What follows belongs to an exercise in optimizing a design on an open flow for a short achievable clock period and few clock cycles per item; a production flow would make more cautious choices. The RTL was checked by simulation tests, not by an equivalence proof against the original design. The flow treats the clock pin as an ideal source, which a real chip does not have. Power and IR drop assume default switching activity.

<file path="flow/run.sh">
#!/bin/bash
# The standard layout, with one added step before clock tree synthesis (flow/pre_cts.tcl):
# every register that drives an output port is placed beside that port's buffer.
set -euo pipefail
cd "$(dirname "$0")/.."
export PRE_CTS_TCL="$PWD/flow/pre_cts.tcl"
bash standard.sh > standard.log 2>&1
</file>
<file path="flow/pre_cts.tcl">
# Before clock tree synthesis: put each register that drives an output port's buffer right
# beside that buffer, so the register-to-port wire is short, then legalize the placement.
set block [ord::get_db_block]
set moved 0
foreach bterm [$block getBTerms] {
  if {[$bterm getIoType] != "OUTPUT"} { continue }
  set net [$bterm getNet]
  if {$net == "NULL"} { continue }
  set buf ""
  foreach it [$net getITerms] {
    if {[$it isOutputSignal]} { set buf [$it getInst] }
  }
  if {$buf == ""} { continue }
  set innet ""
  foreach it [$buf getITerms] {
    if {[$it isInputSignal] && [$it getNet] != "NULL"} { set innet [$it getNet] }
  }
  if {$innet == ""} { continue }
  set src ""
  foreach it [$innet getITerms] {
    if {[$it isOutputSignal]} { set src [$it getInst] }
  }
  if {$src == "" || ![[$src getMaster] isSequential]} { continue }
  if {[$src isFixed]} { continue }
  set loc [$buf getLocation]
  $src setLocation [lindex $loc 0] [lindex $loc 1]
  incr moved
}
puts "pre_cts: moved $moved output registers beside their port buffers"
detailed_placement
check_placement
</file>
<file path="standard.sh">
#!/bin/bash
# synth_recipe.tcl (not shown) runs the flow's synth.tcl, then flattens the netlist and writes it again
# the make line also repeats each setting of config.mk as NAME=value (left out here)
make -C /OpenROAD-flow-scripts/flow DESIGN_CONFIG=/design/flow/config.mk WORK_HOME=/design/flow/orfs CLKGATE_MAP_FILE= SYNTH_SCRIPT=/design/flow/synth_recipe.tcl "${@:-finish}"
</file>
<file path="config.mk">
export PLATFORM = sky130hd
export DESIGN_NAME = axi4_lite_regfile_slave
export DESIGN_NICKNAME = axi4_lite_regfile_slave
export VERILOG_FILES = /design/flow/design.v
export SDC_FILE = /design/flow/constraint.sdc
export NUM_CORES = 4
export LEC_CHECK = 0
export CAP_MARGIN = 20
export CORE_MARGIN = 2
export CORE_UTILIZATION = 55
export CTS_CLUSTER_DIAMETER = 70
export CTS_CLUSTER_SIZE = 25
export PLACE_DENSITY = 0.68
export SETUP_SLACK_MARGIN = 3.3
export SLEW_MARGIN = 20
export SYNTH_HIERARCHICAL = 1
export SYNTH_MINIMUM_KEEP_SIZE = 0
</file>
<file path="constraint.sdc">
create_clock -name core_clock -period 5.0 [get_ports {ACLK}]
set_input_delay 1.0000 -clock core_clock [delete_from_list [all_inputs] [get_ports {ACLK}]]
set_output_delay 1.0000 -clock core_clock [all_outputs]
set_load 0.01 [all_outputs]
</file>
<file path="design.v">
module axi4_lite_regfile_slave #(
  parameter int ADDRESS    = 32,
  parameter int DATA_WIDTH = 32,
  parameter int NUM_REGS   = 32
) (
  input  logic                    ACLK,
  input  logic                    ARESETN,
  input  logic [ADDRESS-1:0]      S_AWADDR,
  input  logic                    S_AWVALID,
  output logic                    S_AWREADY,
  input  logic [DATA_WIDTH-1:0]   S_WDATA,
  input  logic [DATA_WIDTH/8-1:0] S_WSTRB,
  input  logic                    S_WVALID,
  output logic                    S_WREADY,
  output logic [1:0]              S_BRESP,
  output logic                    S_BVALID,
  input  logic                    S_BREADY,
  input  logic [ADDRESS-1:0]      S_ARADDR,
  input  logic                    S_ARVALID,
  output logic                    S_ARREADY,
  output logic [DATA_WIDTH-1:0]   S_RDATA,
  output logic [1:0]              S_RRESP,
  output logic                    S_RVALID,
  input  logic                    S_RREADY
);
  localparam int SW    = DATA_WIDTH / 8;
  localparam int OFS   = $clog2(SW);
  localparam int IDX_W = (NUM_REGS > 1) ? $clog2(NUM_REGS) : 1;
  localparam logic [ADDRESS-1:0] NREGS_A = ADDRESS'(NUM_REGS);
  logic [NUM_REGS-1:0][DATA_WIDTH-1:0] mem;
  logic                  aw_v, w_v, cm;
  logic [NUM_REGS-1:0]   aw_sel;    
  logic                  aw_ok;
  logic [DATA_WIDTH-1:0] w_data;
  logic [SW-1:0]         w_strb;
  logic                  awready_q, wready_q;    
  logic                  aw_busy, w_busy;        
  logic                  aw_hs, w_hs, do_wr, wr_err, in_aw_ok;
  logic [ADDRESS-1:0]    in_aw_word;
  logic                  bvalid_q, bresp_q, b_nv0, b_v1, b_e0n, b_e1, b_pop, b_u0, b_u1;
  logic                  b_v0_n, b_v1_n, aw_v_n, w_v_n, b_e0_n;
  assign aw_hs      = S_AWVALID & ~aw_busy;
  assign w_hs       = S_WVALID & ~w_busy;
  assign do_wr      = (aw_v | aw_hs) & (w_v | w_hs);
  assign in_aw_word = S_AWADDR >> OFS;
  assign in_aw_ok   = in_aw_word < NREGS_A;
  assign wr_err     = aw_v ? ~aw_ok : ~in_aw_ok;
  assign b_pop  = ~b_nv0 & S_BREADY;
  assign b_u0   = b_pop ? b_v1 : ~b_nv0;    
  assign b_u1   = ~b_pop & b_v1;
  assign b_v0_n = b_u0 | do_wr;
  assign b_v1_n = b_u1 | (do_wr & b_u0);
  assign aw_v_n = (aw_v | aw_hs) & ~do_wr;
  assign w_v_n  = (w_v | w_hs) & ~do_wr;
  always_ff @(posedge ACLK or negedge ARESETN) begin
    if (!ARESETN) begin
      aw_v      <= 1'b0;
      w_v       <= 1'b0;
      cm        <= 1'b0;
      aw_busy   <= 1'b0;
      w_busy    <= 1'b0;
      bvalid_q  <= 1'b0;
      b_nv0     <= 1'b1;
      b_v1      <= 1'b0;
    end else begin
      aw_v      <= aw_v_n;
      w_v       <= w_v_n;
      cm        <= do_wr;
      aw_busy   <= aw_v_n | b_v1_n;
      w_busy    <= w_v_n | b_v1_n;
      bvalid_q  <= b_v0_n;
      b_nv0     <= ~b_v0_n;
      b_v1      <= b_v1_n;
    end
  end
  always_comb begin
    if (do_wr & ~b_u0) b_e0_n = wr_err;
    else if (b_pop)    b_e0_n = b_e1;
    else               b_e0_n = ~b_e0n;
  end
  always_ff @(posedge ACLK) begin
    awready_q <= ~aw_v_n & ~b_v1_n;
    wready_q  <= ~w_v_n & ~b_v1_n;
    bresp_q   <= b_e0_n;
    b_e0n     <= ~b_e0_n;
    if (aw_hs) begin
      aw_ok <= in_aw_ok;
      for (int r = 0; r < NUM_REGS; r++)
        aw_sel[r] <= in_aw_ok && in_aw_word[IDX_W-1:0] == IDX_W'(r);
    end
    if (w_hs) begin
      w_data <= S_WDATA;
      w_strb <= S_WSTRB;
    end
    if (do_wr & b_u0)   b_e1 <= wr_err;
  end
  always_ff @(posedge ACLK or negedge ARESETN) begin
    if (!ARESETN) mem <= '0;
    else
      for (int r = 0; r < NUM_REGS; r++)
        for (int i = 0; i < SW; i++)
          if (cm && aw_sel[r] && w_strb[i])
            mem[r][8*i +: 8] <= w_data[8*i +: 8];
  end
  logic                  p_v, p_ok;
  logic [NUM_REGS-1:0]   p_sel;
  logic                  arready_q, r_busy, ar_hs, rd_ok;
  logic [ADDRESS-1:0]    rd_word;
  logic [DATA_WIDTH-1:0] rd_val, rd_v0, rd_v1, r_other;
  logic                  rvalid_q, r_nv0, r_c1, r_c2, r_rp, r_wp;
  logic                  r_pop, r_take, r_from_s, r_direct, r_push;
  logic                  r_hv_n, r_c1_n, r_c2_n;
  logic [DATA_WIDTH-1:0] r_s0, r_s1, r_d0n, rdata_q, r_d0_n;
  logic                  r_se0, r_se1, r_e0n, rresp_q, r_e0_n;
  assign ar_hs   = S_ARVALID & ~r_busy;
  assign rd_word = S_ARADDR >> OFS;
  assign rd_ok   = rd_word < NREGS_A;
  genvar gb;
  generate
    for (gb = 0; gb < DATA_WIDTH; gb++) begin : g_rd
      logic [NUM_REGS-1:0] col;
      for (genvar gr = 0; gr < NUM_REGS; gr++) begin : g_col
        assign col[gr] = mem[gr][gb];
      end
      axi4_lite_regfile_slave_rdbit #(.N(NUM_REGS)) u_rd (
        .d(col), .s(p_sel), .y0(rd_v0[gb]), .y1(rd_v1[gb]), .y(rd_val[gb]));
      axi4_lite_regfile_slave_headbit u_hd (
        .a(rd_v0[gb]), .b(rd_v1[gb]), .en(r_direct), .other(r_other[gb]), .y(r_d0_n[gb]));
    end
  endgenerate
  assign r_pop    = ~r_nv0 & S_RREADY;
  assign r_take   = r_nv0 | r_pop;             
  assign r_from_s = r_take & r_c1;             
  assign r_direct = r_take & ~r_c1 & p_v;      
  assign r_push   = p_v & ~r_direct;           
  assign r_hv_n   = ~r_take | r_c1 | p_v;
  assign r_c2_n   = (r_c2 & ~(r_from_s & ~r_push)) | (r_c1 & r_push & ~r_from_s);
  assign r_c1_n   = r_c2 | (r_c1 & ~(r_from_s & ~r_push)) | r_push;
  always_ff @(posedge ACLK or negedge ARESETN) begin
    if (!ARESETN) begin
      p_v      <= 1'b0;
      r_busy   <= 1'b0;
      rvalid_q <= 1'b0;
      r_nv0    <= 1'b1;
      r_c1     <= 1'b0;
      r_c2     <= 1'b0;
      r_rp     <= 1'b0;
      r_wp     <= 1'b0;
    end else begin
      p_v      <= ar_hs;
      r_busy   <= r_c2_n | (r_c1_n & ar_hs);
      rvalid_q <= r_hv_n;
      r_nv0    <= ~r_hv_n;
      r_c1     <= r_c1_n;
      r_c2     <= r_c2_n;
      r_rp     <= r_rp ^ r_from_s;
      r_wp     <= r_wp ^ r_push;
    end
  end
  always_comb begin
    if (r_from_s) begin
      r_other = r_rp ? r_s1 : r_s0;
      r_e0_n  = r_rp ? r_se1 : r_se0;
    end else if (r_direct) begin
      r_other = '0;
      r_e0_n  = ~p_ok;
    end else begin
      r_other = ~r_d0n;
      r_e0_n  = ~r_e0n;
    end
  end
  always_ff @(posedge ACLK) begin
    arready_q <= ~r_c2_n & ~(r_c1_n & ar_hs);
    rdata_q   <= r_d0_n;
    rresp_q   <= r_e0_n;
    r_d0n     <= ~r_d0_n;
    r_e0n     <= ~r_e0_n;
    p_ok      <= rd_ok;
    for (int r = 0; r < NUM_REGS; r++)
      p_sel[r] <= rd_ok && rd_word[IDX_W-1:0] == IDX_W'(r);
    if (r_push && !r_wp) begin
      r_s0  <= rd_val;
      r_se0 <= ~p_ok;
    end
    if (r_push && r_wp) begin
      r_s1  <= rd_val;
      r_se1 <= ~p_ok;
    end
  end
  assign S_AWREADY = awready_q;
  assign S_WREADY  = wready_q;
  assign S_ARREADY = arready_q;
  assign S_BVALID  = bvalid_q;
  assign S_BRESP   = {bresp_q, 1'b0};
  assign S_RVALID  = rvalid_q;
  assign S_RRESP   = {rresp_q, 1'b0};
  assign S_RDATA   = rdata_q;
endmodule
module axi4_lite_regfile_slave_rdbit #(
  parameter int N = 32
) (
  input  logic [N-1:0] d,
  input  logic [N-1:0] s,
  output logic         y0,
  output logic         y1,
  output logic         y
);
  logic [15:0] t;
  logic [3:0]  u;
  logic [1:0]  v;
  for (genvar i = 0; i < 16; i++) begin : g_t
    axi4_lite_regfile_slave_aoi22 u_t (.a(d[2*i]), .b(s[2*i]), .c(d[2*i+1]), .d(s[2*i+1]), .y(t[i]));
  end
  for (genvar j = 0; j < 4; j++) begin : g_u
    axi4_lite_regfile_slave_nand4 u_u (.a(t[4*j]), .b(t[4*j+1]), .c(t[4*j+2]), .d(t[4*j+3]), .y(u[j]));
  end
  for (genvar k = 0; k < 2; k++) begin : g_v
    axi4_lite_regfile_slave_nor2 u_v (.a(u[2*k]), .b(u[2*k+1]), .y(v[k]));
  end
  axi4_lite_regfile_slave_nand2 u_y (.a(v[0]), .b(v[1]), .y(y));
  assign y0 = v[0];
  assign y1 = v[1];
endmodule
module axi4_lite_regfile_slave_headbit (input logic a, b, en, other, output logic y);
  assign y = (en & ~(a & b)) | other;
endmodule
module axi4_lite_regfile_slave_aoi22 (input logic a, b, c, d, output logic y);
  assign y = ~((a & b) | (c & d));
endmodule
module axi4_lite_regfile_slave_nand4 (input logic a, b, c, d, output logic y);
  assign y = ~(a & b & c & d);
endmodule
module axi4_lite_regfile_slave_nor2 (input logic a, b, output logic y);
  assign y = ~(a | b);
endmodule
module axi4_lite_regfile_slave_nand2 (input logic a, b, output logic y);
  assign y = ~(a & b);
endmodule
</file>
==> run summary, run 1 <==
status=complete, no violations; critical path's slowest cell=dfrtp_1; Tmin final=2.17 ns; max layer used=met5; first-pass GRT wire length=between 200000 and 250000 um; EDFF count, synth=136; Clock Latency Late Sink=0.67 ns; CP arrival=1.17 ns; Setup TNS=0 ns; gpl congestion=0.841; reg2reg setup slack=3.09 ns; MaxCap Viol Count=0; largest net degree at the start of global routing=~140; Nets=just over 4000; Max Freq=461 MHz; proportion of synthesized area in mux cells=21.6%; XOR/XNOR share of the synthesized area=less than 1%; CTS tree=built; RSZ-0062 raised after global routing=yes; P per Cell Area=520 nW/um2; antenna fix cells=0; fraction of the mapped netlist area in simple logic gates=5.50%; worst r2r src=aw_sel[6]; reg2reg path depth=2; CP Buf/Inv Count=1; met3 WL=12500 um; synthesized instance count=3682; FF-to-FF End=mem[210]; DR DRC count=0; Synth top area share=about 47%; initial antenna violation count=8; largest family of logic cells by synthesized area=multiplexers; Async SR Flop Fraction=81.3%; DR vias=34733; Final Skew=a little over 0.03 ns; DP Wirelength=95700 um; IO buf count=between 100 and 150; endpoints failing hold=0; Final Setup Violations=0; kind of critical path=reg -> out; Cell variety after synth=47; wire per inst=31.8 um; CP max stage delay=about 0.37 ns; Die Span X=320 um; worst slew pin tran=slightly above 1 ns; synth top area cells=dfrtp_1 (47%), mux2_2 (21%), a22oi_2 (12%); Synth area leader=dfrtp_1; Congestion Overflow GR=0; final WL=171000 um; number of global-route vias before repair=35099; CP Capture Type=primary output; TritonCTS Buffers=70; CP cell instances=buf_2; met2 routed WL=79200 um; dominant cell by count in the synthesized netlist=dfrtp_1; Place WS=1.90 ns; Reg clk slew, reported paths=~0.1 ns; IO Pins=148; via/cell ratio=between 6 and 7; Global Route Usage Sum=30.8%; CTS Sinks=1280; Initial DRT Pass Iterations=5; Synthesis Warnings=7; Antenna Violating Nets Remaining=0; die height=320 um; total core area=98700 um2; cell family with most CP delay=flip-flops; final worst path period share=between 40% and 50%; Top FF cell, synth=dfrtp_1; FF+latch count, synth=around 1300; worst hold path class=in -> async; initial core utilization=55.6%; startpoint type of the worst setup path=flip-flop; most instantiated cells after synthesis=dfrtp_1 (1038), mux2_2 (1024), a22oi_2 (512); fin. max-slew vios=0; Synth Area in Compound Gates=roughly 13%; DR iter-0 viols=between 3000 and 4000; WL met1=71600 um; synthesis-to-finish area growth=18.5%; VDD IR max=0.400 mV; Die Area=102000 um2; Setup WS post-layout=2.83 ns; synthesized area per cell=14.9 um2; slew margin rel.=32.7%; share of cells above drive strength 1=56.4%; WP data required=4.00 ns; critical path fanouts, max=1; synthesized area=54900 um2; Cell Rows=115; post-synthesis adder-cell area fraction=0.0638%; sequential area share after synthesis=58.6%; FILL cells=6946; Leak=26.9 nW
-- per-module statistics from Yosys (local to each module, per instance), a selection --
module | flops+latches | copies in the design
axi4_lite_regfile_slave | 1280 | 1
axi4_lite_regfile_slave_aoi22 | 0 | 512
axi4_lite_regfile_slave_headbit | 0 | 32
axi4_lite_regfile_slave_nand2 | 0 | 32
axi4_lite_regfile_slave_nand4 | 0 | 128
axi4_lite_regfile_slave_nor2 | 0 | 64
-- flip-flops by register name (all words and copies together) (netlist names), 4 cells and up --
signal	count
aw_sel	32
mem	1024
p_sel	32
r_d0n	32
r_s0	32
r_s1	32
rdata_q	32
w_data	32
w_strb	4
-- stage by stage --
| stage | instance area, um2 | util (%) | hold WS (ns) | power (mW) | instances |
|---|---|---|---|---|---|
| 2_1_floorplan | 55200 | - | 0.400 | 23.5 | 3683 |
| 6_report | 65100 | 65.9 | 0.263 | 33.9 | 5373 |
| 3_3_place_gp | 58200 | 59.0 | 0.414 | 25.3 | 5050 |
| 5_1_grt | 65100 | 65.9 | 0.286 | 35.4 | 5373 |
| 3_5_place_dp | 58200 | 59.0 | 0.442 | 26.2 | 5050 |
| 4_1_cts | 62600 | 63.4 | 0.387 | 33.5 | 5253 |
-- per-layer routing --
metal	vias up	global-route usage, %
met1	18645	43.3
met4	4	11.3
met2	1247	48.6
met5	-	0
met3	296	4.77
li1	14541	-
-- power by group --
part           internal [mW]  switching (mW)  total, mW
combinational           4.70            3.79       8.49
clock                   3.20            3.64       6.83
sequential              15.2            3.30       18.5
-- timing repair --
action / CTS / global route
setup buffers: 63 / 91
pin swaps: 80 / 129
setup endpoints to repair: 1391 / 844
gates cloned: 14 / 22
hold buffers: 0 / 0
resized for setup: 536 / 214
-- final cells by class --
type                       instances  area [um2]  area share, %
inverter                          45         180          0.277
tap                             1287        1610           2.47
clock buffer                      92        2030           3.13
clock inverter                    34         389          0.598
sequential                      1280       32300           49.7
timing repair inverter             3        20.0         0.0308
timing repair buffer             402        5200           7.99
multi-input combinational       2230       23300           35.8
-- cells by family (layout without fill, tap and decap cells) --
| family | Yosys count | after routing |
|---|---|---|
| AOI/OAI and AO/OA | 601 | 601 |
| DFF | 1280 | 1280 |
| buffers and inverters | 181 | 576 |
| xor gates and xnor gates | 1 | 1 |
| adders and majority gates | 3 | 3 |
| and+or+nand+nor | 557 | 565 |
| other | 1 | 2 |
| muxes | 1058 | 1058 |
-- how the worst max path moves through the flow --
stage,end,slack (ns),cells after the start,from
2_1_floorplan,rdata_q[0],2.84,5,S_RREADY
3_3_place_gp,rdata_q[10],1.96,5,S_RREADY
3_5_place_dp,rdata_q[10],1.90,5,S_RREADY
4_1_cts,S_BVALID,2.78,1,bvalid_q
5_1_grt,S_BVALID,2.78,1,bvalid_q
6_report,S_RVALID,2.83,1,rvalid_q
-- cell usage in the layout, fill, tap and decap left out, types with 39 or more instances in the layout --
cell             netlist  layout
nand2_2              120      69
nor2_2                 0      40
buf_4                  6      91
mux2_2              1024    1022
nand2_4                0      45
dfrtp_1             1038    1036
buf_6                 12      59
nor2_1               146      77
clkdlybuf4s50_1        0      49
edfxtp_1             136     136
dfxtp_2                0      39
clkbuf_16              0      97
nand4_1              128     128
buf_12                 0     100
inv_1                 45      40
a22oi_2              512     512
dfxtp_1              104      44
nand2_1               77      51
Testbench counts, summed over its fixed seeds: cycles 17,099, items 32,000.
==> inputs of run 2 (changes only) <==
--- a/config.mk
+++ b/config.mk
@@ -9,6 +9,6 @@
 export CORE_MARGIN = 2
 export CORE_UTILIZATION = 55
-export CTS_CLUSTER_DIAMETER = 70
-export CTS_CLUSTER_SIZE = 25
+export CTS_CLUSTER_DIAMETER = 50
+export CTS_CLUSTER_SIZE = 40
 export PLACE_DENSITY = 0.68
 export SETUP_SLACK_MARGIN = 3.3
==> run 2 against run 1 <==
  * Highest routed layer unchanged
  * Worst hold slack gained 0.042 ns
  * Still clean on timing, DRC and antenna
  * Synthesized cell count is the same
  * Fmax shrank 2.9%
  * Clock skew is essentially flat
  * Global-route usage grew 0.63 points
  * Sequential power is essentially flat
  * Combinational power grew 19%
  * Clock-buffer cell count grew 72
==> run summary, run 2 <==
status=complete, no violations; worst hold path class=in -> async; DR vias=between 30000 and 40000; CP cell instances=buf_2; Placed Cells incl. Taps=between 5000 and 6000; Die Area=102000 um2; synthesized area per cell=between 10 and 15 um2; Worst Setup EP=S_BVALID; Synth top area share=47.3%; critical path fanouts, max=1; endpoints failing hold=0; worst slew pin tran=about 1 ns; Final Setup Violations=0; synthesized instance count=3682; Max Freq=448 MHz; Top reg by flops=mem; IO Pins=148; dominant cell by count in the synthesized netlist=dfrtp_1; number of global-route vias before repair=36029; Congestion Overflow GR=0; largest net degree at the start of global routing=141; DR iter-0 viols=about 3000; total core area=98700 um2; final WL=167000 um; Cell variety after synth=47; initial core utilization=55.6%; CP Buf/Inv Count=1; reg2reg setup slack=about 3.1 ns; gpl congestion=0.841; synthesized area=54900 um2; final core utilization=69.7%; CTS Sinks=1280; Tmin final=2.23 ns; RSZ-0062 raised after global routing=yes; max FFs per register=1024; Stages on worst setup path=1; sequential area share after synthesis=between 50% and 60%; Post-Layout Inst Area=68800 um2; first-pass GRT wire length=between 200000 and 250000 um; Leak=29.8 nW; MaxCap Viol Count=0; VDD IR max=roughly 0.45 mV; cell family with most CP delay=flip-flops; Synth area leader=dfrtp_1; Reg area=between 30000 and 40000 um2; Placed Instance Area=58200 um2; Top FF cell, synth=dfrtp_1; Final Skew=0.0305 ns; CP Capture Type=primary output; die height=around 320 um; Nets=~4200; final worst path period share=roughly 45%; initial antenna violation count=8; CP startpoint=bvalid_q; EDFF count, synth=136; Reg clk slew, reported paths=0.06 ns; fin. max-slew vios=0; slew margin rel.=33.0%; Synthesis Warnings=7; most instantiated cells after synthesis=dfrtp_1 (1038), mux2_2 (1024), a22oi_2 (512); FF-to-FF End=rdata_q[14]; FF+latch count, synth=1280; startpoint type of the worst setup path=flip-flop; reg2reg path depth=7; commonest cells after routing, fill and taps aside=dfrtp_1 (1036), mux2_2 (598), a22oi_2 (512), mux2_4 (426), clkbuf_16 (155); Initial DRT Pass Iterations=5; IO buf count=around 140; Async SR Flop Fraction=81.3%; Setup TNS=0 ns; synthesis-to-finish area growth=25.3%; P per Cell Area=570 nW/um2; FILL cells=6434; CP max stage delay=0.36 ns; power consumption=between 30 and 40 mW; Antenna Violating Nets Remaining=0; worst r2r src=p_sel[26]; wire per inst=30.6 um; critical path's slowest cell=dfrtp_1; DP Wirelength=~96000 um; WP data required=4.00 ns; TritonCTS Buffers=137; Global Route Usage Sum=31.4%; synth top area cells=dfrtp_1 (47%), mux2_2 (21%), a22oi_2 (12%); Cell Rows=roughly 120; non-filler instance count after layout=5464; Clock Latency Late Sink=0.74 ns; share of cells above drive strength 1=between 50% and 60%; CTS tree=built; via/cell ratio=6.37; Die Span X=~320 um; multi-input logic area=about 25000 um2; kind of critical path=reg -> out; commonest non-fill, non-tap cell in the layout=dfrtp_1; CP arrival=1.23 ns; DR DRC count=0
-- run 2: cell types whose count changed in the layout (fill, tap and decap cells not counted), moves of 11 or more --
cell,delta
clkbuf_16,+58
nand2_4,-25
nand2_8,+43
clkinvlp_4,+11
buf_12,-29
mux2_2,-424
mux2_4,+424
buf_6,-15
clkbuf_2,-13
nand2_2,-19
buf_4,+18
inv_6,+14
-- run 2: cells by family (layout without fill, tap and decap cells) --
family / Yosys count / count (layout) / share of synthesized area, %
other: 1 / 5 / 0.00683
AOI/OAI and AO/OA: 601 / 601 / 12.7
muxes: 1058 / 1058 / 21.6
DFF: 1280 / 1280 / 58.6
xor gates and xnor gates: 1 / 1 / 0.0160
adders and majority gates: 3 / 3 / 0.0638
and+or+nand+nor: 557 / 562 / 5.50
buffers and inverters: 181 / 667 / 1.48
-- run 2: metal layers --
metal  vias to the layer above  GRT usage (%)  routed length [um]
met5                         -              0                  10
met4                         2           13.1                6300
met3                       282           5.80               11400
met2                      1173           50.0               78600
met1                     18694           42.6               70800
li1                      14666              -                   -
-- run 2: power by group --
part           internal (mW)  switching [mW]
clock network           6.16            4.36
registers               15.3            3.33
logic                   5.92            4.20
-- run 2: worst min path at each step --
stage | cells past startpoint | start | end
after global routing | 1 | ARESETN | mem[241]
after floorplan | 1 | r_busy | p_v
after CTS | 1 | ARESETN | mem[241]
after detailed placement | 1 | r_busy | p_v
final | 1 | ARESETN | mem[211]
after global placement | 1 | r_busy | p_v
-- run 2: area by class of cell --
type | count | area share [%]
Antenna cell | 3 | 0.0109
Clock buffer | 164 | 5.45
Clock inverter | 79 | 1.34
Inverter | 45 | 0.262
Multi-Input combinational cell | 2227 | 36.8
Sequential cell | 1280 | 46.9
Tap cell | 1287 | 2.34
Timing Repair Buffer | 376 | 6.81
Timing Repair inverter | 3 | 0.0327
-- run 2: through the flow --
step | hold slack [ns] | setup WS (ns)
after detailed placement | 0.442 | 1.90
final | 0.305 | 2.77
after global routing | 0.338 | 2.72
after floorplan | 0.400 | 2.84
after CTS | 0.315 | 2.72
after global placement | 0.414 | 1.96
-- run 2: per-module statistics from Yosys, one instance, submodules excluded, excerpt --
module,copies in the design,cells
axi4_lite_regfile_slave_nor2,64,1
axi4_lite_regfile_slave_nand4,128,1
axi4_lite_regfile_slave_nand2,32,1
axi4_lite_regfile_slave,1,2882
axi4_lite_regfile_slave_aoi22,512,1
axi4_lite_regfile_slave_headbit,32,2
-- run 2: repair_timing --
action,4_1_cts,5_1_grt
resized for setup,562,604
cloned,16,11
pin swaps,85,138
endpoints found under the setup margin,1392,1047
hold buffers,0,0
endpoints found under the hold margin,0,0
setup buffers,82,52

[separate check: timing with driven ports]
How much do the figures lean on ideal ports? The routed layouts below were timed once more, with nothing changed but the port constraints. Step 1, drivers: a clkbuf_16 drives ACLK and a buf_2 each remaining input, both assumed. Step 2 times the ports against the registers' clock, not the clock port: input delays grow and output delays shrink by t, the midpoint of the rising clock arrivals with the driver on. a / b / c = no drivers / after step 1 / after step 2; a / b = the first two.
run	t, ns	setup WS [ns]	worst hold slack (ns)	worst data-port slew with drivers (ns)
run 1	0.734	2.832 / 2.756 / 2.521	0.263 / 0.253 / 0.449	0.16
run 2	0.808	2.768 / 2.692 / 2.464	0.305 / 0.282 / 0.448	0.16
After both steps setup and hold are still met in every run listed. The setup slack of run 1, which loses most, moves by -0.076 ns with the drivers and by -0.311 ns with both steps.
